Context: an optimization exercise on an open-source flow, tuned for small area, a short achievable clock period and few clock cycles per item. The choices shown serve that exercise and are no tape-out recipe.
Only simulation tests tie the RTL to the original design; equivalence was not proved.
Power figures rest on the tool's default switching activity, not on a simulated workload.

### run.sh
#!/bin/bash
# synth_recipe.tcl (not shown) runs the flow's synth.tcl, then flattens the netlist and writes it again
# the make line also repeats each setting of config.mk as NAME=value (left out here)
make -C /OpenROAD-flow-scripts/flow DESIGN_CONFIG=/design/flow/config.mk WORK_HOME=/design/flow/orfs CLKGATE_MAP_FILE= SYNTH_SCRIPT=/design/flow/synth_recipe.tcl finish
### constraint.sdc
create_clock -name core_clock -period 7.0 [get_ports {clk}]
set_input_delay 1.4000 -clock core_clock [delete_from_list [all_inputs] [get_ports {clk}]]
set_output_delay 1.4000 -clock core_clock [all_outputs]
set_load 0.01 [all_outputs]
### config.mk
export PLATFORM = sky130hd
export DESIGN_NAME = page_table_lru_evictor_top
export DESIGN_NICKNAME = page_table_lru_evictor_top
export VERILOG_FILES = /design/flow/design.v
export SDC_FILE = /design/flow/constraint.sdc
export NUM_CORES = 4
export LEC_CHECK = 0
export CAP_MARGIN = 20
export CORE_MARGIN = 2
export CORE_UTILIZATION = 30
export CTS_BUF_LIST = sky130_fd_sc_hd__clkbuf_16
export CTS_CLUSTER_DIAMETER = 80
export CTS_CLUSTER_SIZE = 30
export SETUP_SLACK_MARGIN = 4.4
export SLEW_MARGIN = 20
### design.v
`timescale 1ns / 1ps
`default_nettype none
package ptle_pkg;
	typedef enum logic [2:0] {
		OP_FIND   = 3'd0,
		OP_ADD    = 3'd1,
		OP_REMOVE = 3'd2,
		OP_TOUCH  = 3'd3,
		OP_UNLINK = 3'd4,
		OP_EVICT  = 3'd5
	} op_t;
	localparam logic [1:0] ST_OK      = 2'd0;
	localparam logic [1:0] ST_MISS    = 2'd1;
	localparam logic [1:0] ST_EMPTY   = 2'd2;
	localparam logic [1:0] ST_PINNED  = 2'd3;
	localparam int FILE_W = 8;
	localparam int PAGE_W = 16;
	localparam int MASK_W = 16;
endpackage
`default_nettype wire
`timescale 1ns / 1ps
`default_nettype none
module ptle_cell (
	input  wire                            clk,
	input  wire                            arst_n,
	input  wire [ptle_pkg::FILE_W-1:0]     wr_file,
	input  wire [ptle_pkg::PAGE_W-1:0]     wr_page,
	input  wire [ptle_pkg::FILE_W-1:0]     cmp_file,
	input  wire [ptle_pkg::PAGE_W-1:0]     cmp_page,
	input  wire                            wr_key,
	input  wire                            clr_valid,
	output logic                           eq,
	output logic                           valid,
	output logic [ptle_pkg::FILE_W-1:0]    kfile,
	output logic [ptle_pkg::PAGE_W-1:0]    kpage
);
	logic valid_q;
	logic [ptle_pkg::FILE_W-1:0] file_q;
	logic [ptle_pkg::PAGE_W-1:0] page_q;
	always_ff @(posedge clk or negedge arst_n) begin
		if (!arst_n) valid_q <= 1'b0;
		else if (wr_key) valid_q <= 1'b1;
		else if (clr_valid) valid_q <= 1'b0;
	end
	always_ff @(posedge clk) begin
		if (wr_key) begin
			file_q <= wr_file;
			page_q <= wr_page;
		end
	end
	assign eq    = file_q == cmp_file && page_q == cmp_page;
	assign valid = valid_q;
	assign kfile = file_q;
	assign kpage = page_q;
endmodule
`default_nettype wire
`timescale 1ns / 1ps
`default_nettype none
module page_table_lru_evictor_top (
	input  wire         clk,
	input  wire         arst_n,
	input  wire         in_valid,
	output logic        in_ready,
	input  wire  [2:0]  opcode,
	input  wire  [7:0]  file_id,
	input  wire  [15:0] page_number,
	input  wire  [3:0]  frame,
	input  wire  [15:0] pinned_mask,
	input  wire  [15:0] dirty_mask,
	output logic        out_valid,
	input  wire         out_ready,
	output logic [1:0]  status,
	output logic [3:0]  frame_out,
	output logic [7:0]  victim_file_id,
	output logic [15:0] victim_page_number,
	output logic        needs_writeback
);
	localparam int N = 16;
	logic        s1_v;
	logic [2:0]  op_q;
	logic [7:0]  fid_q;
	logic [15:0] pg_q;
	logic [3:0]  fr_q;
	logic [15:0] dirty_q;
	logic [N-1:0] eq_q;       
	logic        peq_q;      
	logic        padd_q;     
	logic [3:0]  pfr_q;      
	logic [N-1:0] vic_q;      
	logic        vfound_q;   
	logic        vlisted_q;  
	logic        busy_q;     
	logic        ready;      
	logic        exec;       
	logic        skid_v;
	assign in_ready = !busy_q;
	assign ready = !(s1_v && out_valid && skid_v);
	assign exec = s1_v && ready;
	logic is_find, is_add, is_remove, is_touch, is_unlink, is_evict;
	assign is_find   = op_q == ptle_pkg::OP_FIND;
	assign is_add    = op_q == ptle_pkg::OP_ADD;
	assign is_remove = op_q == ptle_pkg::OP_REMOVE;
	assign is_touch  = op_q == ptle_pkg::OP_TOUCH;
	assign is_unlink = op_q == ptle_pkg::OP_UNLINK;
	assign is_evict  = op_q == ptle_pkg::OP_EVICT;
	logic [N-1:0] fsel;
	assign fsel = N'(1) << fr_q;
	logic [N-1:0] eq_in, kvalid, wr_key, clr_valid;
	logic [7:0]  kfile [N];
	logic [15:0] kpage [N];
	for (genvar g = 0; g < N; g++) begin : g_cell
		ptle_cell u_cell (
			.clk(clk), .arst_n(arst_n),
			.wr_file(fid_q), .wr_page(pg_q),
			.cmp_file(file_id), .cmp_page(page_number),
			.wr_key(wr_key[g]), .clr_valid(clr_valid[g]),
			.eq(eq_in[g]), .valid(kvalid[g]), .kfile(kfile[g]), .kpage(kpage[g])
		);
	end
	logic [N-1:0] match, first;
	logic hit;
	always_comb begin
		for (int i = 0; i < N; i++)
			match[i] = kvalid[i] && (padd_q && pfr_q == 4'(i) ? peq_q : eq_q[i]);
	end
	assign first = match & ~(match - 1'b1);
	assign hit = |match;
	logic [3:0] hit_idx;
	always_comb begin
		hit_idx = '0;
		for (int i = 0; i < N; i++)
			if (first[i]) hit_idx = hit_idx | 4'(i);
	end
	logic ev_ok;
	assign ev_ok = vfound_q;
	logic [N-1:0] on_q, on_n;
	always_comb begin
		on_n = on_q;
		if (exec) begin
			if (is_touch) on_n = on_q | fsel;
			else if (is_unlink) on_n = on_q & ~fsel;
			else on_n = on_q & ~vic_q;
		end
	end
	logic [N-1:0] tsel;
	logic [N*N-1:0] newer_q, newer_n, newer;
	assign tsel = exec && is_touch ? fsel : '0;
	always_comb begin
		newer_n = newer_q;
		newer = '0;
		for (int i = 0; i < N; i++)
			for (int j = 0; j < N; j++)
				if (i < j) begin
					newer_n[i*N+j] = tsel[i] || (newer_q[i*N+j] && !tsel[j]);
					newer[i*N+j] = newer_n[i*N+j];
				end else if (i > j) begin
					newer[i*N+j] = !newer_n[j*N+i];
				end
	end
	logic [N-1:0] cand, vic_in;
	assign cand = opcode == ptle_pkg::OP_EVICT ? on_n & ~pinned_mask : '0;
	always_comb begin
		for (int v = 0; v < N; v++) begin
			vic_in[v] = cand[v];
			for (int j = 0; j < N; j++)
				if (j != v && cand[j] && !newer[j*N+v]) vic_in[v] = 1'b0;
		end
	end
	always_ff @(posedge clk or negedge arst_n) begin
		if (!arst_n) on_q <= '0;
		else on_q <= on_n;
	end
	for (genvar i = 0; i < N; i++) begin : g_row
		for (genvar j = i + 1; j < N; j++) begin : g_col
			always_ff @(posedge clk) newer_q[i*N+j] <= newer_n[i*N+j];
		end
	end
	always_ff @(posedge clk) begin
		if (ready) begin
			op_q      <= opcode;
			fid_q     <= file_id;
			pg_q      <= page_number;
			fr_q      <= frame;
			dirty_q   <= dirty_mask;
			eq_q      <= eq_in;
			peq_q     <= fid_q == file_id && pg_q == page_number;
			padd_q    <= s1_v && is_add;
			pfr_q     <= fr_q;
			vic_q     <= vic_in;
			vfound_q  <= |cand;
			vlisted_q <= |on_n;
		end
	end
	logic [N-1:0] skid_sel;   
	logic [1:0] skid_st;
	logic [3:0] skid_fr;
	logic       skid_wb;
	logic [N-1:0] ksel;
	always_comb begin
		if (skid_v) ksel = skid_sel;
		else ksel = vic_q & kvalid;
	end
	logic [3:0]  vidx;
	logic [7:0]  vfile;
	logic [15:0] vpage;
	logic        vdirty;
	always_comb begin
		vidx = '0; vfile = '0; vpage = '0;
		for (int i = 0; i < N; i++) begin
			if (vic_q[i]) vidx = vidx | 4'(i);
			if (ksel[i]) begin
				vfile = vfile | kfile[i];
				vpage = vpage | kpage[i];
			end
		end
	end
	assign vdirty = |(vic_q & dirty_q);
	assign wr_key = exec && is_add ? fsel : '0;
	assign clr_valid = exec && is_remove ? first : exec ? vic_q : '0;
	logic [1:0]  r_st;
	logic [3:0]  r_fr;
	logic        r_wb;
	always_comb begin
		r_st = ptle_pkg::ST_OK;
		r_fr = '0;
		r_wb = 1'b0;
		if (is_find || is_remove) begin
			if (!hit) r_st = ptle_pkg::ST_MISS;
			else if (is_find) r_fr = hit_idx;
		end else if (is_evict) begin
			if (!vlisted_q) r_st = ptle_pkg::ST_EMPTY;
			else if (!vfound_q) r_st = ptle_pkg::ST_PINNED;
			else begin
				r_fr = vidx;
				r_wb = vdirty;
			end
		end
	end
	logic pop;
	assign pop = out_valid && out_ready;
	logic s1_v_n, out_valid_n, skid_v_n;
	always_comb begin
		s1_v_n = ready ? in_valid : s1_v;
		out_valid_n = out_valid;
		skid_v_n = skid_v;
		if (pop) begin
			out_valid_n = skid_v || exec;
			skid_v_n = 1'b0;
		end else if (exec) begin
			if (out_valid) skid_v_n = 1'b1;
			else out_valid_n = 1'b1;
		end
	end
	always_ff @(posedge clk or negedge arst_n) begin
		if (!arst_n) begin
			s1_v      <= 1'b0;
			busy_q    <= 1'b0;
			out_valid <= 1'b0;
			skid_v    <= 1'b0;
		end else begin
			s1_v      <= s1_v_n;
			busy_q    <= s1_v_n && out_valid_n && skid_v_n;
			out_valid <= out_valid_n;
			skid_v    <= skid_v_n;
		end
	end
	always_ff @(posedge clk) begin
		if (!out_valid || out_ready) begin
			if (skid_v) {status, frame_out, needs_writeback} <= {skid_st, skid_fr, skid_wb};
			else {status, frame_out, needs_writeback} <= {r_st, r_fr, r_wb};
			victim_file_id <= vfile;
			victim_page_number <= vpage;
		end
		if (!skid_v && out_valid && !out_ready) begin
			{skid_st, skid_fr, skid_wb} <= {r_st, r_fr, r_wb};
			skid_sel <= ksel;
		end
	end
endmodule
`default_nettype wire
==> results by group, run 1 <==
Hold path
  • Hold Path Sink: newer_q[46]$_DFF_P_
  • Hold Path Class: flip-flop to flip-flop
  • Hold path start: newer_q[46]$_DFF_P_
  • WHS Path Cells: 2

CTS
  • CTS clk-pin slew, worst paths: 120 ps
  • TritonCTS clock tree: built
  • Post-CTS Hold Fix Bufs: 0
  • H-tree levels: 1
  • Number of CTS-inserted buffers: 28
  • Clk latency of the worst-skew pair: 690 ps
  • CTS root buf: clkbuf_16
  • Max Root-Sink Buffers: 3
  • Clk sinks: 681

STA
  • Clk_skew: 33.9 ps
  • Fin Setup TNS: 0 ps
  • Achievable clock frequency: 0.330 GHz
  • Tmin final: 3030 ps
  • Final Hold Viols: 0
  • Slew HR: 34.6%
  • Max Slew Vio Count: 0
  • Crit share post-route: 43.3%
  • RSZ-0062 raised after global routing: yes
  • Final-report setup violation count: 0
  • Slew @ Worst Pin: 982 ps

Global route
  • First-pass GRT wire length: 179000 um
  • Grt total ovfl: 0
  • Gr usage total: 24.0%
  • Pin count of the biggest net entering global routing: 46
  • Vias in the first global route: 23000
  • Initial antenna violation count: 11

Setup path
  • Crit Path Class: flip-flop to flip-flop
  • Critical Path Sink Type: flip-flop
  • Reg-to-Reg Start: padd_q$_DFFE_PN_
  • Critical path required time: 7580 ps
  • Reg2reg path depth: 9
  • Critical R2R Capture: g_cell[10].u_cell.valid_q$_DFFE_PN0P_
  • Startpoint types: flip-flop
  • Critical Path AT: 3610 ps
  • R2r setup slk: 3970 ps
  • Critical-path maximum fanout: 4

Synthesis
  • Post-Syn Nets: 2504
  • Seq/Total Area, Yosys: 62.4%
  • Syn avg cell area: 12.5 um2
  • Primary FF master, synth: edfxtp_1
  • Synthesized netlist cell count: 2437
  • Netlist cell types: 76
  • EDFF count, synth: 525
  • FFs w/ async S/R, synth: 5.29%
  • Yosys warnings: 4
  • Mapped Area: 30600 um2
  • #FFs+latches synth: 681

Die
  • Die area: 104000 um2
  • Die height: 323 um
  • Die width: 323 um
  • CORE AREA: 101000 um2
  • Initial Util: 30.1%
  • Ports: 100
  • Std cell rows: 117

Detailed routing
  • First drt pass iteration count: 5
  • DRC violations left: 0
  • ANT nets after route: 0
  • WL/cell: 31.1 um
  • WL final: 130000 um
  • Vias post-DR: 24500
  • DR iter-0 viols: 3664
  • Vias per Instance: 5.83

Placement
  • DP Cell Count: 3822
  • IO buf count: 99
  • Final GP Congestion: 0.990
  • HPWL after DPL: 81100 um
  • Placement Cell Area: 33500 um2

Layout
  • Core Util, Final: 39.2%
  • Final nets: 2874
  • Layout cells sized above 1: 30.1%
  • Syn-to-layout area delta: 30.2%
  • Post-Layout Cell Count: 4199
  • Fin area: 39800 um2

Pwr
  • Leakage: 14.4 nW
  • Maximum vdd drop: 0.232 mV
  • Power Total: 9.33 mW
  • Power per cell area: 235 nW/um2

Job
  • Maxcap violations: 0

Run status
  • Status: timing/DRC/antenna clean
## state kept, by name (all words and copies together) (netlist names), 8 cells and up
| name | flops |
|---|---|
| victim_file_id | 8 |
| dirty_q | 16 |
| g_cell.u_cell.file_q | 128 |
| eq_q | 16 |
| skid_sel | 16 |
| newer_q | 120 |
| vic_q | 16 |
| pg_q | 16 |
| g_cell.u_cell.valid_q | 16 |
| on_q | 16 |
| g_cell.u_cell.page_q | 256 |
| fid_q | 8 |
| victim_page_number | 16 |
## where the power goes
| part | total (mW) | switching [mW] | internal (mW) |
|---|---|---|---|
| clock | 2.10 | 1.34 | 0.763 |
| combinational | 2.14 | 1.38 | 0.754 |
| sequential | 5.09 | 0.287 | 4.81 |
## critical path, cell delays in order (launching register included)
cell,delay (ps)
edfxtp_1,510
or3b_4,450
buf_6,130
o311ai_4,250
o41ai_4,170
nor4_4,240
nand3_4,130
or3_4,420
or4_1,420
a31o_1,230
## metal layers
metal	part of all wire, %	global-route usage, %	up-vias
met3	12	5.86	412
met4	6.2	11.6	12
met1	38	31.8	12300
met2	44	36.9	1846
li1	-	-	9959
met5	0.053	0	-
## worst max path at each step
stage,cells past startpoint,startpoint,end
floorplan,4,out_valid$_DFF_PN0_,g_cell[4].u_cell.file_q[0]$_DFFE_PP_
global placement,5,file_id[4],eq_q[8]$_DFFE_PN_
detailed placement,6,opcode[0],vic_q[2]$_SDFFCE_PP0N_
CTS,8,padd_q$_DFFE_PN_,g_cell[10].u_cell.valid_q$_DFFE_PN0P_
global route,9,padd_q$_DFFE_PN_,g_cell[10].u_cell.valid_q$_DFFE_PN0P_
finish,9,padd_q$_DFFE_PN_,g_cell[10].u_cell.valid_q$_DFFE_PN0P_
## synth_stat cells, drive strengths merged (11+ instances only)
cell type | count | area [um2]
o221ai | 15 | 131
mux2 | 11 | 124
nor2 | 71 | 267
o21ai | 52 | 260
nor4 | 89 | 572
nand4 | 85 | 532
o22ai | 34 | 213
a22oi | 37 | 278
a21oi | 73 | 365
o211ai | 13 | 97.6
and2 | 14 | 87.6
a221oi | 108 | 946
dfxtp | 120 | 2400
inv | 74 | 278
xor2 | 272 | 2380
dfrtp | 36 | 901
nor3 | 26 | 130
clkbuf | 139 | 522
xnor2 | 136 | 1190
nand3 | 20 | 113
a22o | 100 | 876
edfxtp | 525 | 15800
nand2 | 237 | 890
a211oi | 16 | 120
## layout by cell type, fill, tap and decap left out, drive strengths merged, types with 52 or more instances in the layout
master / count
nor4: 89
a22o: 100
o21ai: 52
edfxtp: 525
a221oi: 108
nor2: 72
dfxtp: 120
xor2: 272
xnor2: 136
buf: 415
nand4: 85
nand2: 239
inv: 92
a21oi: 73
## cell families (layout without fill, tap and decap cells)
logic type,Yosys count,after routing,synth area share (%)
and+or+nand+nor,603,609,10.0
muxes,19,19,0.668
other,0,3,0
buffers and inverters,220,605,2.75
xor gates and xnor gates,408,408,11.7
AOI/OAI and AO/OA,506,506,12.4
DFF,681,681,62.4
## layout make-up
cell class | count | area [um2]
fill | 9474 | 61700
antenna | 3 | 7.51
inverter | 74 | 278
clock inverter | 23 | 154
timing repair buffer | 480 | 4590
clock buffer | 28 | 701
tap | 1368 | 1710
multi-input combinational | 1542 | 13300
sequential | 681 | 19100
## stage by stage
| stage | hold WS, ps | setup slack (ps) |
|---|---|---|
| 6_report | 488 | 3970 |
| 5_1_grt | 507 | 3920 |
| 4_1_cts | 490 | 3980 |
| 3_5_place_dp | 460 | 2370 |
| 3_3_place_gp | 452 | 2350 |
| 2_1_floorplan | 432 | 3970 |
## timing repair
item,in CTS,in global routing
gates resized for setup,595,189
pin swaps,115,113
buffers inserted,217,94
cloned,11,1
endpoints found under the setup margin,567,327
Testbench counts, summed over its fixed seeds: cycles 32,016, items 32,000.
==> inputs of run 2 (changes only) <==
--- a/config.mk
+++ b/config.mk
@@ -8,8 +8,5 @@
 export CAP_MARGIN = 20
 export CORE_MARGIN = 2
 export CORE_UTILIZATION = 30
-export CTS_BUF_LIST = sky130_fd_sc_hd__clkbuf_16
-export CTS_CLUSTER_DIAMETER = 80
-export CTS_CLUSTER_SIZE = 30
 export SETUP_SLACK_MARGIN = 4.4
 export SLEW_MARGIN = 20
==> run 2 against run 1 <==
Via count grew 0.31%. Power grew 17%. Area after synthesis is the same. Flip-flop and latch count is the same. Cell area grew 2.5%. Maximum frequency shrank 2.2%. Non-clock buffer count shrank 31. Final cell count grew 0.83%. Sequential share of layout area shrank 1.2 points. Hold slack lost 20 ps. Core utilization grew 0.98 points. Die area is the same. Largest cell class unchanged. Highest routed layer unchanged.
==> results by group, run 2 <==
Detailed routing
  • Vias per Instance: 5.80
  • WL final: 131000 um
  • Vias post-DR: 24600
  • WL/cell: 30.9 um
  • ANT nets after route: 0
  • DR iter-0 viols: 3631
  • DRC violations left: 0
  • First drt pass iteration count: 5

Global route
  • Grt met3 use: 6.30%
  • M1 GR Usage: 31.4%
  • First-pass GRT wire length: 179000 um
  • Gr usage total: 24.2%
  • Met2 Resource Use GR: 37.4%
  • Vias in the first global route: 23300
  • Pin count of the biggest net entering global routing: 46
  • Grt total ovfl: 0
  • Initial antenna violation count: 11
  • Layer with the highest usage: met2

Die
  • CORE AREA: 101000 um2
  • Die width: 323 um
  • Std cell rows: 117
  • Initial Util: 30.1%
  • Ports: 100
  • Die area: 104000 um2
  • Die height: 323 um

Synthesis
  • Yosys warnings: 4
  • Largest family of logic cells by synthesized area: compound AO/OA/AOI/OAI gates
  • Seq/Total Area, Yosys: 62.4%
  • Primary FF master, synth: edfxtp_1
  • Netlist cell types: 76
  • Count leader, synth: edfxtp_1
  • Post-Synth Adder-Cell Area: 0%
  • Post-synthesis mux area share: 0.668%
  • XOR/XNOR Fraction of Synth Area: 11.7%
  • FFs w/ async S/R, synth: 5.29%
  • EDFF count, synth: 525
  • Compound-Gate Fraction of Synth Area: 12.4%
  • Post-Synth Simple-Gate Area: 10.0%
  • Post-synth top cells: edfxtp_1, xor2_1, nand2_1
  • Dominant cells by area after synthesis: edfxtp_1, dfxtp_1, xor2_1
  • Synth top area share: 51.6%
  • Cell taking the most area after synthesis: edfxtp_1
  • #FFs+latches synth: 681
  • Syn avg cell area: 12.5 um2
  • Mapped Area: 30600 um2
  • Synthesized netlist cell count: 2437
  • Post-Syn Nets: 2504

Setup path
  • Critical Path Sink Type: flip-flop
  • Critical R2R Capture: g_cell[10].u_cell.valid_q$_DFFE_PN0P_
  • Critical-path maximum fanout: 5
  • Critical path required time: 7510 ps
  • Critical Path AT: 3610 ps
  • Reg2reg path depth: 9
  • Startpoint types: flip-flop
  • Reg-to-Reg Start: padd_q$_DFFE_PN_
  • Crit Path Class: flip-flop to flip-flop
  • R2r setup slk: 3900 ps

CTS
  • Number of CTS-inserted buffers: 68
  • Max Root-Sink Buffers: 3
  • H-tree levels: 3
  • CTS clk-pin slew, worst paths: 60 ps
  • Clk sinks: 681
  • Clk latency of the worst-skew pair: 640 ps
  • CTS root buf: clkbuf_16
  • TritonCTS clock tree: built
  • Post-CTS Hold Fix Bufs: 0

Pwr
  • Power Total: 11.0 mW
  • Power per cell area: 269 nW/um2
  • Leakage: 14.8 nW
  • Maximum vdd drop: 0.176 mV

Hold path
  • Hold path start: newer_q[30]$_DFF_P_
  • WHS Path Cells: 2
  • Hold Path Sink: newer_q[30]$_DFF_P_
  • Hold Path Class: flip-flop to flip-flop

Layout
  • Fill cell count: 9345
  • Top reg by flops: g_cell.u_cell.page_q
  • Biggest regs: g_cell.u_cell.page_q (256), g_cell.u_cell.file_q (128), newer_q (120)
  • Layout cells sized above 1: 30.4%
  • Multi-input gate area in the final layout: 13200 um2
  • Syn-to-layout area delta: 33.4%
  • Max reg flops: 256
  • Commonest non-fill, non-tap cell in the layout: edfxtp_1
  • Register area: 19100 um2
  • Post-Layout Cell Count: 4234
  • Core Util, Final: 40.2%
  • Final nets: 2879
  • Most frequent cells in the layout: edfxtp_1, xor2_1, buf_4, nand2_1, xnor2_1

STA
  • Fin Setup TNS: 0 ps
  • Slew HR: 35.5%
  • RSZ-0062 raised after global routing: yes
  • Final Hold Viols: 0
  • Slew @ Worst Pin: 968 ps
  • Max Slew Vio Count: 0
  • Crit share post-route: 44.2%
  • Clk_skew: 29.5 ps
  • Tmin final: 3100 ps
  • Achievable clock frequency: 0.323 GHz
  • Final-report setup violation count: 0

Placement
  • IO buf count: 99
  • DP Cell Count: 3822
  • HPWL after DPL: 81100 um
  • Final GP Congestion: 0.990

Job
  • Maxcap violations: 0

Run status
  • Status: timing/DRC/antenna clean
==> run 2: cell types whose count changed in the layout (fill, tap and decap cells not counted), sizes merged, moves of 2 or more <==
cell,delta
buf,-31
bufinv,+6
clkbuf,+66
clkdlybuf4s50,-2
clkinv,+20
dlymetal6s2s,-2
inv,-15
nand2,-2
==> run 2: logic make-up after synthesis <==
kind of cell	count (synthesis)
AO/OA/AOI/OAI	506
flip-flops	681
AND/OR/NAND/NOR	603
multiplexers	19
XOR/XNOR	408
buffers and inverters	220
==> run 2: cell type report <==
type / instances / area share (%)
inverters: 74 / 0.681
diodes: 2 / 0.0123
well taps: 1368 / 4.20
repair buffers: 449 / 10.5
clock buffers: 89 / 4.67
clock inverters: 33 / 0.847
multi-input cells: 1538 / 32.3
flip-flops and latches: 681 / 46.8
==> run 2: worst max-delay path by stage <==
| stage | from | endpoint | depth (start not counted) |
|---|---|---|---|
| finish | padd_q$_DFFE_PN_ | g_cell[10].u_cell.valid_q$_DFFE_PN0P_ | 9 |
| global route | pfr_q[3]$_DFFE_PN_ | g_cell[10].u_cell.valid_q$_DFFE_PN0P_ | 9 |
| CTS | padd_q$_DFFE_PN_ | g_cell[10].u_cell.valid_q$_DFFE_PN0P_ | 8 |
| detailed placement | opcode[0] | vic_q[2]$_SDFFCE_PP0N_ | 6 |
| global placement | file_id[4] | eq_q[8]$_DFFE_PN_ | 5 |
| floorplan | out_valid$_DFF_PN0_ | g_cell[4].u_cell.file_q[0]$_DFFE_PP_ | 4 |
==> run 2: report_power, final <==
part           leakage (nW)  internal (mW)  switching, mW  total, mW
clock network          1.10           2.15           1.62       3.77
logic                  7.29          0.717           1.36       2.08
registers              6.36           4.81          0.291       5.11
==> run 2: critical path: stages, from the launching register on <==
cell and delay, ps:
edfxtp_1 470, or3b_4 460, buf_4 160, o311ai_4 260, o41ai_4 180, nor4_4 240
nand3_4 130, or3_4 430, or4_1 420, a31o_1 230
==> run 2: layer usage <==
layer	wire length [um]	part of all wire, %
met5	102	0.078
met2	57500	44
met4	8360	6.4
met3	15700	12
met1	49100	38
==> run 2: repair_timing <==
item                       4_1_cts  5_1_grt
resized for setup              594      198
gates cloned                     7        3
setup buffers                  211       67
setup endpoints to repair      568      445
pin swaps                      130      100
==> run 2: through the flow <==
stage | hold WS [ps] | setup slack, ps | area [um2]
6_report | 468 | 3900 | 40800
5_1_grt | 490 | 3900 | 40800
4_1_cts | 470 | 3960 | 39300
3_5_place_dp | 460 | 2370 | 33500
3_3_place_gp | 452 | 2350 | 33500
2_1_floorplan | 432 | 3970 | 31100
==> inputs of run 3 (changes only) <==
--- a/design.v
+++ b/design.v
@@ -123,7 +123,14 @@
 		for (int i = 0; i < N; i++)
 			match[i] = kvalid[i] && (padd_q && pfr_q == 4'(i) ? peq_q : eq_q[i]);
 	end
-	assign first = match & ~(match - 1'b1);
+	always_comb begin
+		logic seen;
+		seen = 1'b0;
+		for (int i = 0; i < N; i++) begin
+			first[i] = match[i] && !seen;
+			seen = seen || match[i];
+		end
+	end
 	assign hit = |match;
 	logic [3:0] hit_idx;
 	always_comb begin
--- a/config.mk
+++ b/config.mk
@@ -8,5 +8,5 @@
 export CAP_MARGIN = 20
 export CORE_MARGIN = 2
 export CORE_UTILIZATION = 30
-export SETUP_SLACK_MARGIN = 4.4
+export SETUP_SLACK_MARGIN = 4.6
 export SLEW_MARGIN = 20
==> run 3 against run 2 <==
Still clean on timing, DRC and antenna. Clock power barely moved. Clock-buffer cell count grew 1. Area after synthesis grew 0.86%. Core utilization increased by 0.55 points. Non-clock buffer count shrank 16. Register-to-register slack improved by 270 ps. Worst setup slack improved by 270 ps. Highest routed layer unchanged.
==> results by group, run 3 <==
CTS
  • Post-CTS Hold Fix Bufs: 0
  • Number of CTS-inserted buffers: 73
  • TritonCTS clock tree: built
  • CTS clk-pin slew, worst paths: 60 ps
  • Clk latency of the worst-skew pair: 650 ps
  • H-tree levels: 3
  • CTS root buf: clkbuf_16
  • Max Root-Sink Buffers: 3
  • Clk sinks: 681

STA
  • Clk_skew: 37.1 ps
  • Achievable clock frequency: 0.354 GHz
  • Fin Setup TNS: 0 ps
  • Slew @ Worst Pin: 1020 ps
  • Max Slew Vio Count: 0
  • Final Hold Viols: 0
  • Crit share post-route: 40.4%
  • RSZ-0062 raised after global routing: yes
  • Final-report setup violation count: 0
  • Post-route setup slack: 4170 ps
  • Tmin final: 2830 ps
  • Slew HR: 31.9%

Synthesis
  • Primary FF master, synth: edfxtp_1
  • Mapped Area: 30800 um2
  • Seq/Total Area, Yosys: 61.9%
  • Synth top area share: 51.2%
  • Post-synth top cells: edfxtp_1, xor2_1, nand2_1
  • EDFF count, synth: 525
  • Cell taking the most area after synthesis: edfxtp_1
  • Largest family of logic cells by synthesized area: compound AO/OA/AOI/OAI gates
  • Post-Synth Simple-Gate Area: 9.31%
  • Post-Syn Nets: 2468
  • FFs w/ async S/R, synth: 5.29%
  • Dominant cells by area after synthesis: edfxtp_1, dfxtp_1, xor2_1
  • Post-Synth Adder-Cell Area: 0%
  • Syn avg cell area: 12.8 um2
  • Count leader, synth: edfxtp_1
  • Synthesized netlist cell count: 2401
  • XOR/XNOR Fraction of Synth Area: 11.6%
  • Compound-Gate Fraction of Synth Area: 13.3%
  • Yosys warnings: 4
  • Post-synthesis mux area share: 1.33%
  • #FFs+latches synth: 681
  • Netlist cell types: 82

Setup path
  • Worst path buffer plus inverter count: 4
  • Critical Path Sink Type: flip-flop
  • Family with the most delay on the worst path: simple AND/OR/NAND/NOR gates
  • R2r setup slk: 4170 ps
  • Critical R2R Capture: vfound_q$_DFFE_PN_
  • Critical Path AT: 3140 ps
  • Crit-path slowest cell: edfxtp_1
  • Most repeated library cell on the critical path: buf_6
  • CP Cell Sequence: nor3b_2 -> buf_6 -> buf_12 -> buf_6 -> mux2i_4 -> o21ai_2 -> buf_4 -> a211oi_4 -> nor4_1 -> nand4_1
  • Critical path required time: 7310 ps
  • Startpoint types: flip-flop
  • CP max stage delay: 480 ps
  • Crit Path Class: flip-flop to flip-flop
  • Critical-path maximum fanout: 6
  • Reg-to-Reg Start: op_q[2]$_DFFE_PN_
  • Reg2reg path depth: 10

Layout
  • Fill cell count: 9386
  • Commonest non-fill, non-tap cell in the layout: edfxtp_1
  • Biggest regs: g_cell.u_cell.page_q (256), g_cell.u_cell.file_q (128), newer_q (120)
  • Layout cells sized above 1: 30.7%
  • Top reg by flops: g_cell.u_cell.page_q
  • Core Util, Final: 40.7%
  • Max reg flops: 256
  • N_diodes: 0
  • Register area: 19100 um2
  • Syn-to-layout area delta: 34.7%
  • Multi-input gate area in the final layout: 13700 um2
  • Most frequent cells in the layout: edfxtp_1, xor2_1, buf_4, nand2_1, xnor2_1
  • Final nets: 2847

Detailed routing
  • WL/cell: 31.5 um
  • Vias post-DR: 24700
  • Vias per Instance: 5.88
  • WL final: 132000 um
  • ANT nets after route: 0
  • DR iter-0 viols: 3911
  • DRC violations left: 0
  • First drt pass iteration count: 6

Hold path
  • Hold Path Sink: newer_q[87]$_DFF_P_
  • Hold Path Class: flip-flop to flip-flop
  • WHS Path Cells: 1
  • Hold path start: newer_q[87]$_DFF_P_

Pwr
  • Power per cell area: 267 nW/um2
  • Internal cell power: 7.74 mW
  • Clock share of power: 34.1%
  • Combinational group share of total power: 20.2%
  • NetSw: 3.36 mW
  • Power Total: 11.1 mW
  • Maximum vdd drop: 0.161 mV
  • Seq pwr share: 45.7%
  • Sw Ratio: 30.3%
  • Leakage: 14.9 nW

Placement
  • Final GP Congestion: 0.997
  • Pre-CTS setup slack: 2290 ps
  • HPWL after DPL: 82300 um
  • IO buf count: 99

Global route
  • Grt total ovfl: 0
  • Vias in the first global route: 23400
  • Initial antenna violation count: 5
  • Pin count of the biggest net entering global routing: 60
  • First-pass GRT wire length: 183000 um
  • Gr usage total: 24.2%

Die
  • Die area: 105000 um2
  • Die height: 325 um
  • Ports: 100
  • CORE AREA: 102000 um2
  • Initial Util: 30.2%
  • Std cell rows: 117
  • Die width: 325 um

Job
  • Maxcap violations: 0

Run status
  • Status: timing/DRC/antenna clean
==> run 3: how the worst max path moves through the flow <==
| stage | start | to | slack [ps] | cells past startpoint |
|---|---|---|---|---|
| floorplan | opcode[1] | vic_q[0]$_SDFFCE_PP0N_ | 4120 | 7 |
| global placement | page_number[11] | eq_q[1]$_DFFE_PN_ | 2010 | 5 |
| detailed placement | file_id[5] | eq_q[1]$_DFFE_PN_ | 2290 | 5 |
| CTS | victim_page_number[6]$_DFFE_PP_ | victim_page_number[6] | 4300 | 1 |
| global route | op_q[2]$_DFFE_PN_ | vfound_q$_DFFE_PN_ | 4150 | 11 |
| finish | op_q[2]$_DFFE_PN_ | vfound_q$_DFFE_PN_ | 4170 | 10 |
==> run 3: power groups by stage <==
stage | Clock, mW | Combinational, mW | Sequential, mW
after floorplan | 0 | 0.977 | 5.06
after global placement | 0 | 1.63 | 5.18
after detailed placement | 0 | 1.63 | 5.19
after CTS | 3.79 | 2.04 | 5.07
after global routing | 3.94 | 2.30 | 5.11
final | 3.78 | 2.24 | 5.07
==> run 3: through the flow <==
stage          area, um2  hold WS (ps)  cells
4_1_cts            40400           474   4158
5_1_grt            41500           497   4200
3_5_place_dp       33900           458   3807
2_1_floorplan      31900           430   2401
6_report           41500           477   4200
3_3_place_gp       33900           457   3807
==> run 3: area by class of cell <==
type,instances,area share (%)
Sequential cell,681,45.9
Clock buffer,90,4.68
Multi-Input combinational cell,1525,33.1
Inverter,66,0.612
Tap cell,1368,4.12
Timing Repair Buffer,433,10.8
Clock inverter,37,0.711
==> run 3: what timing repair did <==
| action | in CTS | in global routing |
|---|---|---|
| endpoints found under the hold margin | 0 | 0 |
| buffers inserted | 207 | 40 |
| setup endpoints to repair | 559 | 263 |
| pin swaps | 119 | 83 |
| cloned | 17 | 2 |
| resized for setup | 699 | 144 |
==> run 3: per-layer routing <==
metal | global-route usage [%] | part of all wire (%) | vias up
met5 | 0 | 0.036 | -
met4 | 11.7 | 5.8 | 8
met3 | 5.36 | 12 | 438
met2 | 37.4 | 44 | 1851
met1 | 32.0 | 38 | 12400
li1 | - | - | 10000
==> run 3: kinds of logic after synthesis <==
| kind of cell | Yosys count |
|---|---|
| xor+xnor | 408 |
| flops | 681 |
| simple gates | 544 |
| buf+inv | 203 |
| compound gates | 526 |
| mux | 39 |
Testbench counts of run 3, summed over its fixed seeds: cycles 32,016, items 32,000.
==> inputs of run 4 (changes only) <==
--- a/config.mk
+++ b/config.mk
@@ -8,5 +8,5 @@
 export CAP_MARGIN = 20
 export CORE_MARGIN = 2
 export CORE_UTILIZATION = 30
-export SETUP_SLACK_MARGIN = 4.6
+export SETUP_SLACK_MARGIN = 4.4
 export SLEW_MARGIN = 20
==> run 4 against run 3 <==
Via count shrank 2.4%. Area after synthesis is the same. Maximum frequency grew 4.3%. Sequential share of layout area grew 1.8 points. Largest cell class unchanged.
==> results by group, run 4 <==
Pwr
  • Power Total: 11.0 mW
  • Clock share of power: 35.1%
  • Seq pwr share: 46.2%
  • NetSw: 3.27 mW
  • Maximum vdd drop: 0.159 mV
  • Leakage: 14.2 nW
  • Combinational group share of total power: 18.6%
  • Sw Ratio: 29.6%
  • Power per cell area: 276 nW/um2
  • Internal cell power: 7.76 mW

Die
  • Ports: 100
  • CORE AREA: 102000 um2
  • Initial Util: 30.2%
  • Die width: 325 um
  • Die height: 325 um
  • Die area: 105000 um2
  • Std cell rows: 117

Placement
  • Placement Cell Area: 33800 um2
  • Pre-CTS setup slack: 2200 ps
  • IO buf count: 99
  • Final GP Congestion: 0.999
  • HPWL after DPL: 83300 um

Detailed routing
  • WL/cell: 31.5 um
  • DRC violations left: 0
  • DR iter-0 viols: 3808
  • Vias per Instance: 5.84
  • First drt pass iteration count: 6
  • ANT nets after route: 0
  • WL final: 130000 um
  • Vias post-DR: 24100

STA
  • Final-report setup violation count: 0
  • Achievable clock frequency: 0.369 GHz
  • Slew HR: 37.7%
  • Crit share post-route: 38.7%
  • RSZ-0062 raised after global routing: yes
  • Final Hold Viols: 0
  • Slew @ Worst Pin: 935 ps
  • Tmin final: 2710 ps
  • Fin Setup TNS: 0 ps
  • Post-route setup slack: 4290 ps
  • Max Slew Vio Count: 0
  • Clk_skew: 22.5 ps

Job
  • Maxcap violations: 0

CTS
  • Clk sinks: 681
  • Number of CTS-inserted buffers: 70
  • Max Root-Sink Buffers: 3
  • Clk latency of the worst-skew pair: 630 ps
  • Post-CTS Hold Fix Bufs: 0
  • CTS clk-pin slew, worst paths: 60 ps
  • CTS root buf: clkbuf_16
  • H-tree levels: 3
  • TritonCTS clock tree: built

Hold path
  • Hold Path Class: flip-flop to flip-flop

Layout
  • Final nets: 2770
  • Register area: 19100 um2
  • Max reg flops: 256
  • Multi-input gate area in the final layout: 13000 um2
  • Top reg by flops: g_cell.u_cell.page_q
  • Syn-to-layout area delta: 29.6%
  • Fill cell count: 9620
  • Biggest regs: g_cell.u_cell.page_q (256), g_cell.u_cell.file_q (128), newer_q (120)
  • Most frequent cells in the layout: edfxtp_1, xor2_1, nand2_1, buf_4, xnor2_1
  • Fin area: 39900 um2
  • Commonest non-fill, non-tap cell in the layout: edfxtp_1
  • Layout cells sized above 1: 26.6%

Synthesis
  • #FFs+latches synth: 681
  • Seq/Total Area, Yosys: 61.9%
  • Cell taking the most area after synthesis: edfxtp_1
  • Dominant cells by area after synthesis: edfxtp_1, dfxtp_1, xor2_1
  • EDFF count, synth: 525
  • Syn avg cell area: 12.8 um2
  • Post-synth top cells: edfxtp_1, xor2_1, nand2_1
  • FFs w/ async S/R, synth: 5.29%
  • Count leader, synth: edfxtp_1
  • Post-Syn Nets: 2468
  • Largest family of logic cells by synthesized area: compound AO/OA/AOI/OAI gates
  • Synth top area share: 51.2%
  • Netlist cell types: 82
  • Post-Synth Simple-Gate Area: 9.31%
  • Compound-Gate Fraction of Synth Area: 13.3%
  • Synthesized netlist cell count: 2401
  • Yosys warnings: 4
  • XOR/XNOR Fraction of Synth Area: 11.6%
  • Primary FF master, synth: edfxtp_1
  • Post-synthesis mux area share: 1.33%
  • Post-Synth Adder-Cell Area: 0%
  • Mapped Area: 30800 um2

Global route
  • Pin count of the biggest net entering global routing: 46
  • Initial antenna violation count: 7
  • Vias in the first global route: 22800
  • Gr usage total: 23.6%
  • Grt total ovfl: 0
  • First-pass GRT wire length: 179000 um

Setup path
  • CP max stage delay: 600 ps
  • Crit-path slowest cell: or4b_4
  • CP Cell Sequence: or3b_4 -> nor3_4 -> mux2i_4 -> or4b_4 -> buf_12 -> or3_1 -> a31o_2
  • Critical Path Sink Type: flip-flop
  • Critical-path maximum fanout: 4
  • Crit Path Class: flip-flop to flip-flop
  • Critical Path AT: 3230 ps
  • Startpoint types: flip-flop
  • Critical path required time: 7520 ps

Run status
  • Status: timing/DRC/antenna clean
-- run 4: changes by cell type in the layout (fill, tap and decap cells not counted), sizes merged, moves of 2 or more --
cell           delta
clkbuf           +10
clkinv            -2
clkdlybuf4s15     -3
bufbuf            +5
buf              -85
dlygate4sd2       +2
dlymetal6s2s      +3
bufinv            +2
a21boi            -2
inv               -3
-- run 4: timing repair --
action / CTS / global route
cloned: 15 / 1
pin swaps: 86 / 74
buffers inserted: 105 / 79
gates resized for setup: 487 / 178
endpoints found under the setup margin: 625 / 234
-- run 4: cells by family after synthesis --
kind of cell,count (synthesis)
and+or+nand+nor,544
AOI/OAI and AO/OA,526
buffers and inverters,203
muxes,39
xor gates and xnor gates,408
DFF,681
-- run 4: power by group through the flow --
stage	Combinational (mW)	Clock, mW	Sequential [mW]
after floorplan	0.942	0	5.06
after global placement	1.64	0	5.18
after detailed placement	1.63	0	5.19
after CTS	1.85	3.91	5.09
after global routing	2.11	4.06	5.13
final	2.06	3.87	5.10
-- run 4: worst paths after layout --
| kind | startpoint | end | slack (ps) | cells past startpoint |
|---|---|---|---|---|
| setup / recovery | pfr_q[0]$_DFFE_PN_ | g_cell[5].u_cell.valid_q$_DFFE_PN0P_ | 4290 | 7 |
| hold / removal | newer_q[42]$_DFF_P_ | newer_q[42]$_DFF_P_ | 480 | 2 |
| setup reg to reg | pfr_q[0]$_DFFE_PN_ | g_cell[5].u_cell.valid_q$_DFFE_PN0P_ | 4290 | 7 |
| hold reg to reg | newer_q[42]$_DFF_P_ | newer_q[42]$_DFF_P_ | 480 | 2 |
| max in group asynchronous | arst_n | s1_v$_DFF_PN0_ | 5450 | 1 |
| min in group asynchronous | arst_n | g_cell[5].u_cell.valid_q$_DFFE_PN0P_ | 920 | 1 |
-- run 4: per-layer routing --
layer	global-route usage, %	vias up	part of all wire, %	wire length [um]
met4	10.7	6	5.8	7590
met3	5.12	428	11	14300
met2	36.0	1783	44	57000
li1	-	9856	-	-
met5	0	-	0.028	36
met1	32.1	12000	39	51300
-- run 4: layout make-up --
cell class,count,share of cell area (%)
flip-flops and latches,681,47.7
repair buffers,361,8.88
multi-input cells,1523,32.6
clock buffers,95,5.01
clock inverters,34,0.830
well taps,1368,4.28
inverters,66,0.636
diodes,1,0.00626
-- run 4: worst max-delay path: cells and delay by family, from the launching register on --
family,cells,cell delay (ps)
simple gates,4,1660
mux,1,130
buf+inv,1,150
compound gates,1,230
flops,1,430
-- run 4: stage by stage --
step | cells | util [%] | hold slack (ps)
after floorplan | 2401 | - | 430
after global placement | 3799 | 33.2 | 464
after detailed placement | 3799 | 33.2 | 468
after CTS | 4048 | 37.8 | 483
after global routing | 4129 | 39.2 | 490
final | 4129 | 39.2 | 476
==> inputs of run 5 (changes only) <==
--- a/config.mk
+++ b/config.mk
@@ -8,5 +8,8 @@
 export CAP_MARGIN = 20
 export CORE_MARGIN = 2
 export CORE_UTILIZATION = 30
+export CTS_BUF_LIST = sky130_fd_sc_hd__clkbuf_16
+export CTS_CLUSTER_DIAMETER = 70
+export CTS_CLUSTER_SIZE = 26
 export SETUP_SLACK_MARGIN = 4.4
 export SLEW_MARGIN = 20
==> run 5 against run 4 <==
Cell area decreased by 2.9%. First-iteration DRC count increased by 0.26%. Critical path depth is 3 higher. Largest cell class unchanged. Area after synthesis unchanged. Synthesized cell count unchanged. Hold slack better by 24 ps. Global-route usage down 0.21 points. Largest power group unchanged. Sequential share of layout area grew 1.4 points. Combinational power is essentially flat.
==> results by group, run 5 <==
Die
  • Die width: 325 um
  • Std cell rows: 117
  • Die height: 325 um
  • Ports: 100
  • Die area: 105000 um2
  • Initial Util: 30.2%
  • CORE AREA: 102000 um2

CTS
  • Clk sinks: 681
  • Clk latency of the worst-skew pair: 630 ps
  • Number of CTS-inserted buffers: 36
  • CTS clk-pin slew, worst paths: 110 ps
  • Max Root-Sink Buffers: 3
  • H-tree levels: 2
  • TritonCTS clock tree: built
  • CTS root buf: clkbuf_16

Setup path
  • Critical Path AT: 3050 ps
  • Capture point of the worst path: vfound_q$_DFFE_PN_
  • R2r setup slk: 4230 ps
  • Critical path required time: 7280 ps
  • Startpoint types: flip-flop
  • Reg-to-Reg Start: fr_q[0]$_DFFE_PN_
  • Critical Path Sink Type: flip-flop
  • Critical path startpoint: fr_q[0]$_DFFE_PN_
  • Critical R2R Capture: vfound_q$_DFFE_PN_
  • Reg2reg path depth: 10
  • Critical-path maximum fanout: 6
  • Crit Path Class: flip-flop to flip-flop

STA
  • Crit share post-route: 39.6%
  • Final-report setup violation count: 0
  • Slew HR: 38.0%
  • Final Hold Viols: 0
  • Max Slew Vio Count: 0
  • Post-route setup slack: 4230 ps
  • Achievable clock frequency: 0.361 GHz
  • RSZ-0062 raised after global routing: yes
  • Tmin final: 2770 ps
  • Fin Setup TNS: 0 ps
  • Slew @ Worst Pin: 930 ps
  • Clk_skew: 29.9 ps

Global route
  • Vias in the first global route: 22400
  • Layer with the highest usage: met2
  • Grt total ovfl: 0
  • Initial antenna violation count: 6
  • M1 GR Usage: 31.9%
  • Grt met3 use: 4.78%
  • Pin count of the biggest net entering global routing: 46
  • Met2 Resource Use GR: 36.1%
  • Gr usage total: 23.4%
  • First-pass GRT wire length: 177000 um

Pwr
  • Maximum vdd drop: 0.158 mV
  • Power per cell area: 250 nW/um2
  • Leakage: 13.7 nW

Detailed routing
  • ANT nets after route: 0
  • Vias per Instance: 5.92
  • DR iter-0 viols: 3818
  • DRC violations left: 0
  • Vias post-DR: 24000
  • WL final: 130000 um
  • WL/cell: 32.2 um
  • First drt pass iteration count: 6

Layout
  • Commonest non-fill, non-tap cell in the layout: edfxtp_1
  • Layout cells sized above 1: 25.3%
  • Top reg by flops: g_cell.u_cell.page_q
  • Final nets: 2730
  • Syn-to-layout area delta: 25.9%
  • Most frequent cells in the layout: edfxtp_1, xor2_1, nand2_1, buf_4, xnor2_1
  • Biggest regs: g_cell.u_cell.page_q (256), g_cell.u_cell.file_q (128), newer_q (120)
  • Max reg flops: 256
  • Fill cell count: 9703

Synthesis
  • Post-Syn Nets: 2468
  • Yosys warnings: 4
  • Count leader, synth: edfxtp_1
  • Syn avg cell area: 12.8 um2
  • Cell taking the most area after synthesis: edfxtp_1
  • EDFF count, synth: 525
  • Synth top area share: 51.2%
  • #FFs+latches synth: 681
  • Post-synth top cells: edfxtp_1, xor2_1, nand2_1
  • Mapped Area: 30800 um2
  • Netlist cell types: 82
  • Synthesized netlist cell count: 2401
  • FFs w/ async S/R, synth: 5.29%
  • Seq/Total Area, Yosys: 61.9%
  • Dominant cells by area after synthesis: edfxtp_1, dfxtp_1, xor2_1
  • Primary FF master, synth: edfxtp_1

Placement
  • IO buf count: 99
  • HPWL after DPL: 83300 um
  • Pre-CTS setup slack: 2200 ps
  • Final GP Congestion: 0.999

Hold path
  • Hold Path Class: flip-flop to flip-flop

Run status
  • Status: timing/DRC/antenna clean

Job
  • Maxcap violations: 0
run 5: cell count changes in the layout (fill, tap and decap cells not counted), sizes merged:
cell and delta:
a21boi -1, buf -4, bufinv -4, clkbuf -57, clkdlybuf4s50 -1, clkinv -20, dlygate4sd2 -2, dlymetal6s2s +1
inv +14, nand2 +1, nor2 -1
run 5: kinds of logic after synthesis:
kind of cell    Yosys count  share of synthesized area (%)
compound gates          526                           13.3
xor+xnor                408                           11.6
buf+inv                 203                           2.64
flops                   681                           61.9
mux                      39                           1.33
simple gates            544                           9.31
run 5: critical path, cell delays in order, from the launching register on:
cell	delay, ps
edfxtp_1	400
buf_4	140
buf_2	170
nor4bb_1	410
mux2i_1	190
o21ai_2	160
buf_4	190
a211oi_4	120
buf_4	170
nor4_4	190
nand4_1	290
run 5: layout make-up:
cell class / count / area (um2) / share of cell area (%)
Inverter: 66 / 251 / 0.648
Antenna cell: 1 / 2.50 / 0.00645
Clock inverter: 24 / 236 / 0.609
Timing Repair Buffer: 356 / 3500 / 9.01
Tap cell: 1368 / 1710 / 4.41
Clock buffer: 37 / 926 / 2.39
Sequential cell: 681 / 19100 / 49.2
Multi-Input combinational cell: 1522 / 13100 / 33.8
run 5: stage by stage:
| step | instance area (um2) | hold slack [ps] | total power [mW] | util (%) | std cells |
|---|---|---|---|---|---|
| final | 38800 | 500 | 9.69 | 38.1 | 4055 |
| after global routing | 38800 | 514 | 9.92 | 38.1 | 4055 |
| after CTS | 37300 | 491 | 9.46 | 36.6 | 3979 |
| after detailed placement | 33800 | 468 | 6.82 | 33.2 | 3799 |
| after global placement | 33800 | 464 | 6.82 | 33.2 | 3799 |
| after floorplan | 31400 | 430 | 6.00 | - | 2401 |
run 5: what timing repair did:
item                                    in CTS  in global routing
gates resized for setup                    491                186
setup buffers                              107                 68
gates cloned                                12                  7
pin swaps                                   79                 64
endpoints found under the setup margin     626                239
hold buffers                                 0                  0
run 5: worst min-delay path by stage:
stage                                    start                   end  cells past startpoint
after floorplan             newer_q[6]$_DFF_P_    newer_q[6]$_DFF_P_                      2
after global placement    newer_q[171]$_DFF_P_  newer_q[171]$_DFF_P_                      2
after detailed placement  newer_q[105]$_DFF_P_  newer_q[105]$_DFF_P_                      2
after CTS                 newer_q[123]$_DFF_P_  newer_q[123]$_DFF_P_                      2
after global routing      newer_q[103]$_DFF_P_  newer_q[103]$_DFF_P_                      2
final                     newer_q[103]$_DFF_P_  newer_q[103]$_DFF_P_                      2
run 5: power by group:
part	leakage (nW)	total (mW)	switching (mW)	internal [mW]
logic	6.77	2.07	1.36	0.711
clock network	0.589	2.53	1.45	1.08
registers	6.36	5.10	0.286	4.81
total	13.7	9.69	3.09	6.61
run 5: per-layer routing:
metal,vias to the layer above,part of all wire [%]
met2,1809,44
met5,-,0.038
met4,8,5.4
li1,9725,-
met3,406,11
met1,12100,39
==> inputs of run 6 (changes only) <==
--- a/config.mk
+++ b/config.mk
@@ -9,7 +9,7 @@
 export CORE_MARGIN = 2
 export CORE_UTILIZATION = 30
 export CTS_BUF_LIST = sky130_fd_sc_hd__clkbuf_16
-export CTS_CLUSTER_DIAMETER = 70
-export CTS_CLUSTER_SIZE = 26
+export CTS_CLUSTER_DIAMETER = 50
+export CTS_CLUSTER_SIZE = 16
 export SETUP_SLACK_MARGIN = 4.4
 export SLEW_MARGIN = 20
==> run 6 against run 5 <==
Still clean on timing, DRC and antenna. Clock skew rose by 2.2 ps. Combinational power rose by 2%. Register-to-register slack improved by 60 ps. Critical endpoint is now vic_q[11]$_SDFFCE_PP0N_. Largest power group unchanged.
==> results by group, run 6 <==
Run status
  • Status: timing/DRC/antenna clean

Global route
  • Gr usage total: 23.6%
  • Initial antenna violation count: 9
  • Vias in the first global route: 22700
  • Grt total ovfl: 0
  • Pin count of the biggest net entering global routing: 46
  • First-pass GRT wire length: 179000 um

Layout
  • Fin area: 40000 um2
  • Multi-input gate area in the final layout: 13200 um2
  • Final nets: 2784
  • Fill cell count: 9605
  • Layout cells sized above 1: 27.7%
  • Commonest non-fill, non-tap cell in the layout: edfxtp_1
  • Top reg by flops: g_cell.u_cell.page_q
  • Syn-to-layout area delta: 29.7%
  • Register area: 19100 um2
  • Max reg flops: 256
  • Biggest regs: g_cell.u_cell.page_q (256), g_cell.u_cell.file_q (128), newer_q (120)
  • Most frequent cells in the layout: edfxtp_1, xor2_1, buf_4, nand2_1, xnor2_1

STA
  • Post-route setup slack: 4290 ps
  • Achievable clock frequency: 0.369 GHz
  • Slew @ Worst Pin: 941 ps
  • Max Slew Vio Count: 0
  • Final Hold Viols: 0
  • RSZ-0062 raised after global routing: yes
  • Clk_skew: 32.1 ps
  • Fin Setup TNS: 0 ps
  • Final-report setup violation count: 0
  • Tmin final: 2710 ps
  • Slew HR: 37.2%
  • Crit share post-route: 38.7%

Placement
  • Final GP Congestion: 0.999
  • Pre-CTS setup slack: 2200 ps
  • HPWL after DPL: 83300 um
  • Placement Cell Area: 33800 um2
  • IO buf count: 99

Pwr
  • Power Total: 10.5 mW
  • Clock share of power: 31.1%
  • Maximum vdd drop: 0.220 mV
  • Combinational group share of total power: 20.2%
  • Leakage: 14.3 nW
  • Internal cell power: 7.18 mW
  • Power per cell area: 262 nW/um2
  • Seq pwr share: 48.7%
  • Sw Ratio: 31.4%
  • NetSw: 3.29 mW

Die
  • Std cell rows: 117
  • CORE AREA: 102000 um2
  • Initial Util: 30.2%
  • Die height: 325 um
  • Die area: 105000 um2
  • Ports: 100
  • Die width: 325 um

Synthesis
  • Yosys warnings: 4
  • #FFs+latches synth: 681
  • EDFF count, synth: 525
  • Syn avg cell area: 12.8 um2
  • FFs w/ async S/R, synth: 5.29%
  • Post-synth top cells: edfxtp_1, xor2_1, nand2_1
  • Count leader, synth: edfxtp_1
  • Synthesized netlist cell count: 2401
  • Primary FF master, synth: edfxtp_1
  • Synth top area share: 51.2%
  • Dominant cells by area after synthesis: edfxtp_1, dfxtp_1, xor2_1
  • Netlist cell types: 82
  • Cell taking the most area after synthesis: edfxtp_1
  • Seq/Total Area, Yosys: 61.9%
  • Post-Syn Nets: 2468
  • Mapped Area: 30800 um2

Setup path
  • Critical path required time: 7400 ps
  • Startpoint types: flip-flop
  • Critical Path AT: 3110 ps
  • Critical Path Sink Type: flip-flop
  • Crit Path Class: flip-flop to flip-flop
  • Critical-path maximum fanout: 8

Detailed routing
  • WL/cell: 31.9 um
  • First drt pass iteration count: 7
  • WL final: 132000 um
  • ANT nets after route: 0
  • DR iter-0 viols: 3516
  • DRC violations left: 0
  • Vias per Instance: 5.91
  • Vias post-DR: 24400

Hold path
  • Hold Path Class: flip-flop to flip-flop

CTS
  • Post-CTS Hold Fix Bufs: 0
  • CTS clk-pin slew, worst paths: 70 ps
  • H-tree levels: 2
  • Number of CTS-inserted buffers: 58
  • Clk latency of the worst-skew pair: 670 ps
  • Clk sinks: 681
  • Max Root-Sink Buffers: 3
  • CTS root buf: clkbuf_16
  • TritonCTS clock tree: built

Job
  • Maxcap violations: 0
==> run 6: metrics by stage <==
step	hold slack, ps	instances	util [%]
2_1_floorplan	430	2401	-
3_3_place_gp	464	3799	33.2
3_5_place_dp	468	3799	33.2
4_1_cts	484	4025	37.4
5_1_grt	513	4126	39.2
6_report	480	4127	39.2
==> run 6: per-layer routing <==
metal  GRT usage, %  vias to the layer above  part of all wire (%)
li1               -                     9861                     -
met3           5.47                      454                    12
met2           36.5                     1868                    44
met4           9.93                       10                   5.4
met1           31.8                    12200                    38
met5              0                        -                 0.046
==> run 6: layout make-up <==
cell class	instances	area share [%]
timing repair buffer	390	9.67
clock inverter	39	0.717
antenna	2	0.0125
clock buffer	61	3.82
sequential	681	47.7
inverter	66	0.629
tap	1368	4.28
multi-input combinational	1520	33.1
==> run 6: path summary, 6_finish.rpt <==
kind,startpoint,end,slack [ps],cells past startpoint
worst max register to register,op_q[1]$_DFFE_PN_,vic_q[11]$_SDFFCE_PP0N_,4290,10
min in group asynchronous,arst_n,g_cell[15].u_cell.valid_q$_DFFE_PN0P_,880,1
worst min-delay path,newer_q[140]$_DFF_P_,newer_q[140]$_DFF_P_,480,2
max in group asynchronous,arst_n,s1_v$_DFF_PN0_,5480,1
worst max-delay path,op_q[1]$_DFFE_PN_,vic_q[11]$_SDFFCE_PP0N_,4290,10
worst min register to register,newer_q[140]$_DFF_P_,newer_q[140]$_DFF_P_,480,2
==> run 6: critical path: stages (launching register included) <==
cell and delay, ps:
edfxtp_1 500, nor3b_4 300, buf_8 230, buf_6 120, mux2i_2 220, o21ai_2 90, buf_6 140, a211o_4 420
buf_6 160, o221ai_4 170, nor4_2 80
==> run 6: timing repair <==
action                                 CTS  global route
setup buffers                          113            95
endpoints found under the hold margin    0             0
setup endpoints to repair              627           211
gates resized for setup                489           208
gates cloned                            13             5
pin swaps                               80            81
==> run 6: cells by family after synthesis <==
group | Yosys count | share of synthesized area, %
AO/OA/AOI/OAI | 526 | 13.3
AND/OR/NAND/NOR | 544 | 9.31
multiplexers | 39 | 1.33
XOR/XNOR | 408 | 11.6
flip-flops | 681 | 61.9
buffers and inverters | 203 | 2.64
==> run 6: power groups by stage <==
stage	sequential [mW]	combinational, mW	clock, mW
global route	5.14	2.16	3.41
CTS	5.08	1.85	3.27
detailed placement	5.19	1.63	0
global placement	5.18	1.64	0
floorplan	5.06	0.942	0
finish	5.10	2.11	3.26
==> inputs of run 7 (changes only) <==
--- a/config.mk
+++ b/config.mk
@@ -9,7 +9,7 @@
 export CORE_MARGIN = 2
 export CORE_UTILIZATION = 30
 export CTS_BUF_LIST = sky130_fd_sc_hd__clkbuf_16
-export CTS_CLUSTER_DIAMETER = 50
-export CTS_CLUSTER_SIZE = 16
-export SETUP_SLACK_MARGIN = 4.4
+export CTS_CLUSTER_DIAMETER = 60
+export CTS_CLUSTER_SIZE = 20
+export SETUP_SLACK_MARGIN = 4.2
 export SLEW_MARGIN = 20
==> run 7 against run 6 <==
Routed wire length is 2.6% lower. Sequential share of layout area is 2.3 points higher. Power is 6.4% lower. Cell area is 4.6% lower. Final cell count is 2.0% lower. Largest cell class unchanged. Largest power group unchanged.
==> results by group, run 7 <==
CTS
  • CTS clk-pin slew, worst paths: 90 ps
  • Max Root-Sink Buffers: 3
  • CTS root buf: clkbuf_16
  • Post-CTS Hold Fix Bufs: 0
  • TritonCTS clock tree: built
  • Clk sinks: 681
  • Clk latency of the worst-skew pair: 660 ps
  • Number of CTS-inserted buffers: 45
  • H-tree levels: 2

Synthesis
  • #FFs+latches synth: 681
  • Yosys warnings: 4
  • Mapped Area: 30800 um2
  • EDFF count, synth: 525
  • Dominant cells by area after synthesis: edfxtp_1, dfxtp_1, xor2_1
  • Primary FF master, synth: edfxtp_1
  • Synthesized netlist cell count: 2401
  • Post-Syn Nets: 2468
  • Cell taking the most area after synthesis: edfxtp_1
  • FFs w/ async S/R, synth: 5.29%
  • Syn avg cell area: 12.8 um2
  • Synth top area share: 51.2%
  • Count leader, synth: edfxtp_1
  • Seq/Total Area, Yosys: 61.9%
  • Post-synth top cells: edfxtp_1, xor2_1, nand2_1
  • Netlist cell types: 82

STA
  • RSZ-0062 raised after global routing: yes
  • Max Slew Vio Count: 0
  • Tmin final: 2880 ps
  • Final-report setup violation count: 0
  • Crit share post-route: 41.1%
  • Worst-case hold slack: 477 ps
  • Fin Setup TNS: 0 ps
  • Achievable clock frequency: 0.347 GHz
  • Clk_skew: 48.0 ps
  • Final Hold Viols: 0
  • Slew @ Worst Pin: 1010 ps
  • Slew HR: 32.6%

Layout
  • Syn-to-layout area delta: 23.8%
  • Top reg by flops: g_cell.u_cell.page_q
  • Most frequent cells in the layout: edfxtp_1, xor2_1, nand2_1, buf_4, xnor2_1
  • Biggest regs: g_cell.u_cell.page_q (256), g_cell.u_cell.file_q (128), newer_q (120)
  • Final nets: 2712
  • Max reg flops: 256
  • Fill cell count: 9796
  • Commonest non-fill, non-tap cell in the layout: edfxtp_1
  • Layout cells sized above 1: 21.3%
  • Core Util, Final: 37.4%

Global route
  • Pin count of the biggest net entering global routing: 46
  • Gr usage total: 23.1%
  • Initial antenna violation count: 4
  • Vias in the first global route: 22400
  • First-pass GRT wire length: 176000 um
  • Grt total ovfl: 0

Placement
  • HPWL after DPL: 82900 um
  • Final GP Congestion: 0.992
  • IO buf count: 99

Setup path
  • Critical path required time: 7450 ps
  • R2r setup slk: 4170 ps
  • Critical Path AT: 3330 ps
  • Critical-path maximum fanout: 18
  • Critical R2R Capture: vic_q[10]$_SDFFCE_PP0N_
  • Crit-path slowest cell: clkdlybuf4s50_1
  • Reg-to-Reg Start: op_q[1]$_DFFE_PN_
  • Family with the most delay on the worst path: simple AND/OR/NAND/NOR gates
  • Critical Path Sink Type: flip-flop
  • Reg2reg path depth: 11
  • CP Cell Sequence: clkdlybuf4s50_1 -> buf_12 -> xor2_1 -> nor4_2 -> nand4_1 -> nor3_2
  • CP max stage delay: 520 ps
  • Critical path depth: 6
  • Worst path buffer plus inverter count: 2
  • Startpoint types: primary input
  • Crit Path Class: primary input to flip-flop

Detailed routing
  • WL/cell: 31.7 um
  • ANT nets after route: 0
  • DR iter-0 viols: 3776
  • WL final: 128000 um
  • Vias post-DR: 23800
  • DRC violations left: 0
  • Vias per Instance: 5.87
  • First drt pass iteration count: 6

Pwr
  • Maximum vdd drop: 0.189 mV
  • Power per cell area: 257 nW/um2
  • Leakage: 13.5 nW

Die
  • Die width: 325 um
  • Ports: 100
  • Die area: 105000 um2
  • Die height: 325 um
  • Std cell rows: 117
  • Initial Util: 30.2%
  • CORE AREA: 102000 um2

Hold path
  • Hold Path Class: flip-flop to flip-flop
  • WHS Path Cells: 2
  • Hold Path Sink: newer_q[3]$_DFF_P_
  • Hold path start: newer_q[3]$_DFF_P_

Run status
  • Status: timing/DRC/antenna clean

Job
  • Maxcap violations: 0
## run 7: worst max-delay path by stage
stage / start / end
floorplan: out_valid$_DFF_PN0_ / g_cell[15].u_cell.file_q[0]$_DFFE_PP_
CTS: page_number[13] / eq_q[4]$_DFFE_PN_
finish: page_number[5] / eq_q[6]$_DFFE_PN_
global placement: file_id[0] / eq_q[2]$_DFFE_PN_
global route: fr_q[0]$_DFFE_PN_ / vic_q[15]$_SDFFCE_PP0N_
detailed placement: page_number[13] / eq_q[4]$_DFFE_PN_
## run 7: tightest hold or removal path: stages, from the launching register on
cell	delay [ps]
dfxtp_1	330
a21oi_2	70
inv_1	50
## run 7: what timing repair did
action                                  CTS  global route
gates cloned                              4             3
buffers inserted                         90            68
resized for setup                       261           140
pin swaps                                37            40
endpoints found under the setup margin  477           166
## run 7: final cells by class
type	instances	area, um2	area share [%]
Tap cell	1368	1710	4.49
Timing Repair Buffer	334	3220	8.45
Clock buffer	46	1150	3.02
Inverter	66	251	0.659
Clock inverter	31	249	0.653
Antenna cell	3	7.51	0.0197
Sequential cell	681	19100	50.0
Multi-Input combinational cell	1517	12500	32.7
## run 7: cells by family (layout without fill, tap and decap cells)
logic type,after synthesis,in the layout,synth area share [%]
flip-flops,681,681,61.9
AND/OR/NAND/NOR,544,544,9.31
AO/OA/AOI/OAI,526,526,13.3
XOR/XNOR,408,408,11.6
buffers and inverters,203,477,2.64
multiplexers,39,39,1.33
other,0,3,0
## run 7: stage by stage
step                      setup slack, ps  cell area, um2  total power [mW]  cells
after floorplan                      3820           31100              5.99   2401
after global placement               2360           33800              6.80   3800
after detailed placement             2460           33800              6.80   3801
after CTS                            4050           36900              9.61   3972
after global routing                 4110           38100              10.0   4044
final                                4120           38100              9.80   4046
## run 7: routing by layer
layer	vias up	track usage (%)	share of wire [%]
met1	11900	31.3	39
met3	378	4.60	12
met4	4	10.4	5.7
met5	-	0	0.021
met2	1833	35.8	44
li1	9683	-	-
## run 7: power by group
group	switching (mW)	leakage [nW]	internal (mW)	total (mW)
Combinational	1.28	6.43	0.657	1.93
Clock	1.51	0.702	1.26	2.77
Sequential	0.282	6.36	4.81	5.10

==> port drivers added, routing unchanged <==
The flow's constraints put no driver on any port. The routed layouts listed below were extracted and timed again, unchanged, in two steps.
Step 1, drivers: a clkbuf_16 drives clk and a buf_2 each remaining input, both assumed.
Step 2 also shifts input and output timing later by t, the mid clock arrival at the registers, as if the neighbouring blocks saw the same clock.
a / b / c = ideal ports / drivers / drivers and shift; a / b = the first two.
run | t, ns | setup slack, ns | clock arrival spread, ns
run 1 | 0.734 | 3.971 / 3.971 / 3.477 | 0.039 / 0.039
run 2 | 0.691 | 3.904 / 3.904 / 3.490 | 0.034 / 0.033
run 3 | 0.700 | 4.173 / 4.173 / 3.631 | 0.038 / 0.037
run 4 | 0.691 | 4.289 / 4.289 / 3.680 | 0.023 / 0.023
run 5 | 0.678 | 4.230 / 4.230 / 3.695 | 0.030 / 0.030
run 6 | 0.727 | 4.289 / 4.267 / 3.630 | 0.036 / 0.036
run 7 | 0.699 | 4.121 / 4.151 / 3.452 | 0.048 / 0.048
After both steps every run listed still meets setup and hold. The setup slack of run 7, which loses most, moves by +0.030 ns with the drivers and by -0.669 ns with both steps.
